From an optimization exercise on the open Yosys and OpenROAD flow, aimed at small area and a short achievable clock period; shortcuts taken in it are not production practice. Only simulation tests tie the RTL to the original design; equivalence was not proved. The flow treats the clock pin as an ideal source, which a real chip does not have. Power is estimated from default activity; no workload was simulated.

## memAccessTop
module memAccessTop #(
  parameter int memDepth = memPkg::DEFAULT_DEPTH
) (
  input  logic           clk,
  input  logic           rstN,
  input  memPkg::memOpT  op,
  input  memPkg::dataT   addr,
  input  memPkg::dataT   storeData,
  input  memPkg::regIdxT regIdx,
  output logic           loadValid,
  output memPkg::dataT   loadData,
  output memPkg::regIdxT loadReg
);
==> module dataMemory, before the edit <==
module dataMemory #(
  parameter int depth = memPkg::DEFAULT_DEPTH,
  localparam int idxW = (depth > 1) ? $clog2(depth) : 1,
  localparam int loW  = (idxW + 1) / 2,
  localparam int hiW  = (idxW > loW) ? idxW - loW : 1,
  localparam int blockW  = 2**loW,
  localparam int nBlocks = (depth + blockW - 1) / blockW,
  localparam int parts   = (nBlocks + 1) / 2
) (
  input  logic                   clk,
  input  logic [2**hiW-1:0][3:0] wrHiN,
  input  logic [2**loW-1:0]      wrLoN,
  input  memPkg::dataT           wrData,
  input  logic [idxW-1:0]        wrIdx,
  input  memPkg::byteEnT         wrByte,
  input  logic [idxW-1:0]        rdIdx,
  output logic [parts-1:0][memPkg::DATA_W-1:0] zeroQ,
  output memPkg::byteEnT         hitQ,
  output memPkg::dataT           bypassQ
);
  localparam int dataW  = memPkg::DATA_W;
  memPkg::dataT mem [depth];
  logic [depth-1:0][3:0]       wrEn;
  logic [2**loW-1:0]           rdLoN;
  logic [2**hiW-1:0]           rdHi;
  memPkg::byteEnT              hitNext;
  logic [parts-1:0][dataW-1:0] zero;
  for (genvar w = 0; w < depth; w++) begin : gWrWord
    for (genvar b = 0; b < memPkg::BYTES_PER_WORD; b++) begin : gWrByte
      gNor #(
        .n (2)
      ) uEn (
        .a ({wrHiN[w >> loW][b], wrLoN[w % (2**loW)]}),
        .y (wrEn[w][b])
      );
    end
  end
  always_ff @(posedge clk) begin
    for (int w = 0; w < depth; w++) begin
      for (int b = 0; b < memPkg::BYTES_PER_WORD; b++) begin
        if (wrEn[w][b]) begin
          mem[w][b*8 +: 8] <= wrData[b*8 +: 8];
        end
      end
    end
  end
  rdSelect #(
    .depth (depth)
  ) uRdSelect (
    .idx (rdIdx),
    .loN (rdLoN),
    .hi  (rdHi)
  );
  for (genvar j = 0; j < dataW; j++) begin : gBit
    for (genvar p = 0; p < parts; p++) begin : gPart
      logic [1:0] x;
      logic [1:0] h;
      for (genvar k = 0; k < 2; k++) begin : gBlock
        localparam int blk = 2 * p + k;
        if (blk < nBlocks) begin : gRead
          logic [blockW-1:0] bits;
          for (genvar w = 0; w < blockW; w++) begin : gWord
            assign bits[w] = (blk*blockW+w < depth) ? mem[blk*blockW+w][j] : 1'b1;
          end
          rdBlock #(
            .n (blockW)
          ) uBlock (
            .loN  (rdLoN),
            .bits (bits),
            .x    (x[k])
          );
          assign h[k] = rdHi[blk];
        end else begin : gNone
          assign x[k] = 1'b0;
          assign h[k] = 1'b0;
        end
      end
      gAo22 uPart (
        .a (h),
        .b (x),
        .y (zero[p][j])
      );
    end
  end
  assign hitNext = (rdIdx == wrIdx) ? wrByte : '0;
  always_ff @(posedge clk) begin
    zeroQ   <= zero;
    hitQ    <= hitNext;
    bypassQ <= wrData;
  end
endmodule
clock: 5.5 ns
lec_check: 0
cap_margin: 20
core_margin: 2
core_utilization: 72
cts_cluster_diameter: 100
cts_cluster_size: 30
place_density: 0.78
setup_slack_margin: 3.2
slew_margin: 20
synth_hierarchical: 1
synth_memory_max_bits: 16384
synth_minimum_keep_size: 0
standard.sh (not shown) runs the stock make flow with config.mk's settings and CLKGATE_MAP_FILE= SYNTH_SCRIPT=/design/flow/synth_recipe.tcl, a recipe that flattens the netlist after the stock synthesis.
==> flow/flow/run.sh <==
#!/bin/bash
# The standard flow with three changes after synthesis, which is the
# standard one and runs on its own first:
# - port buffers are plain buffers (buf_4) instead of the delay cells
#   buffer_ports picks by default;
# - before clock tree synthesis, each output port's buffer is moved next
#   to the flip-flop that drives it (flow/outbuf.tcl), so the buffer drives
#   the wire to the pin;
# - clock tree synthesis inserts no dummy loads.
set -euo pipefail
bash standard.sh synth > synth.log 2>&1
bash standard.sh \
  "BUFFER_PORTS_ARGS=-buffer_cell sky130_fd_sc_hd__buf_4" \
  "PRE_CTS_TCL=$PWD/flow/outbuf.tcl" \
  "CTS_ARGS=-sink_clustering_enable -repair_clock_nets -sink_clustering_size 30 -sink_clustering_max_diameter 100 -dont_use_dummy_load" \
  finish > layout.log 2>&1
==> flow/flow/outbuf.tcl <==
# Move each output port's buffer next to the flip-flop that drives it, so
# the buffer, not the flip-flop, drives the wire to the pin.
set block [ord::get_db_block]
set moved 0
foreach bt [$block getBTerms] {
  if {[$bt getIoType] ne "OUTPUT"} { continue }
  set net [$bt getNet]
  set buf ""
  foreach it [$net getITerms] { if {[$it isOutputSignal]} { set buf [$it getInst] } }
  if {$buf eq ""} { continue }
  set src ""
  foreach it [$buf getITerms] {
    if {[$it isInputSignal]} {
      foreach it2 [[$it getNet] getITerms] { if {[$it2 isOutputSignal]} { set src [$it2 getInst] } }
    }
  }
  if {$src eq ""} { continue }
  set loc [$src getLocation]
  set w [[$src getMaster] getWidth]
  $buf setLocation [expr {[lindex $loc 0] + $w}] [lindex $loc 1]
  $buf setPlacementStatus PLACED
  incr moved
}
puts "outbuf: moved $moved output buffers next to their drivers"
detailed_placement
The starting point finished clean.
Rerun with:
--- a/flow/design.v
+++ b/flow/design.v
@@ -294,6 +294,7 @@
   memPkg::dataT mem [depth];
   logic [depth-1:0][3:0]       wrEn;
-  logic [2**loW-1:0]           rdLoN;
-  logic [2**hiW-1:0]           rdHi;
+  localparam int selCopies = 2;
+  logic [selCopies-1:0][2**loW-1:0] rdLoN;
+  logic [selCopies-1:0][2**hiW-1:0] rdHi;
   memPkg::byteEnT              hitNext;
   logic [parts-1:0][dataW-1:0] zero;
@@ -317,11 +318,13 @@
     end
   end
-  rdSelect #(
-    .depth (depth)
-  ) uRdSelect (
-    .idx (rdIdx),
-    .loN (rdLoN),
-    .hi  (rdHi)
-  );
+  for (genvar c = 0; c < selCopies; c++) begin : gSel
+    rdSelect #(
+      .depth (depth)
+    ) uRdSelect (
+      .idx (rdIdx),
+      .loN (rdLoN[c]),
+      .hi  (rdHi[c])
+    );
+  end
   for (genvar j = 0; j < dataW; j++) begin : gBit
     for (genvar p = 0; p < parts; p++) begin : gPart
@@ -338,9 +341,9 @@
             .n (blockW)
           ) uBlock (
-            .loN  (rdLoN),
+            .loN  (rdLoN[j*selCopies/dataW]),
             .bits (bits),
             .x    (x[k])
           );
-          assign h[k] = rdHi[blk];
+          assign h[k] = rdHi[j*selCopies/dataW][blk];
         end else begin : gNone
           assign x[k] = 1'b0;
Area after synthesis is about the same.
Clock power stays flat.
Clock skew came out lower by 0.022 ns.
Design area barely changes.
Combinational power decreases by about 2%.
Routed wire length decreases by 5.1%.
Maximum frequency hardly moves.
Sequential power barely changes.
Non-clock buffer count stays the same.
Die area stays flat.
Final cell count barely changes.
Total power barely changes.
Worst setup slack stays flat.
Clock-buffer cell count falls by 1.

==> port drivers added, routing unchanged <==
The results above use ideal ports. As a check the final layouts listed here were re-extracted and re-timed, cells and wires unchanged.
Step 1 (the two cells are an assumption about what drives the block):
set clk [get_ports {clk}]
set_driving_cell -lib_cell sky130_fd_sc_hd__clkbuf_16 $clk
set_driving_cell -lib_cell sky130_fd_sc_hd__buf_2 [delete_from_list [all_inputs] $clk]
Step 2 moves the port delays by t, midway between the first and last clock arrival at a register: inputs arrive t later, outputs are due t later. That takes back most of the time a late clock gives input paths.
Three values: ideal, step 1, step 2; two values: the first two.
| run | t, ns | setup WS [ns] | worst hold slack (ns) | clock arrival spread, ns |
|---|---|---|---|---|
| the first run | 0.923 | 3.024 / 2.937 / 2.074 | 0.329 / 0.269 / 0.335 | 0.074 / 0.074 |
| the second run | 0.952 | 3.025 / 2.937 / 2.103 | 0.307 / 0.249 / 0.334 | 0.051 / 0.052 |
After both steps setup and hold are still met in every run listed. The setup slack of the first run, which loses most, moves by -0.087 ns with the drivers and by -0.950 ns with both steps.
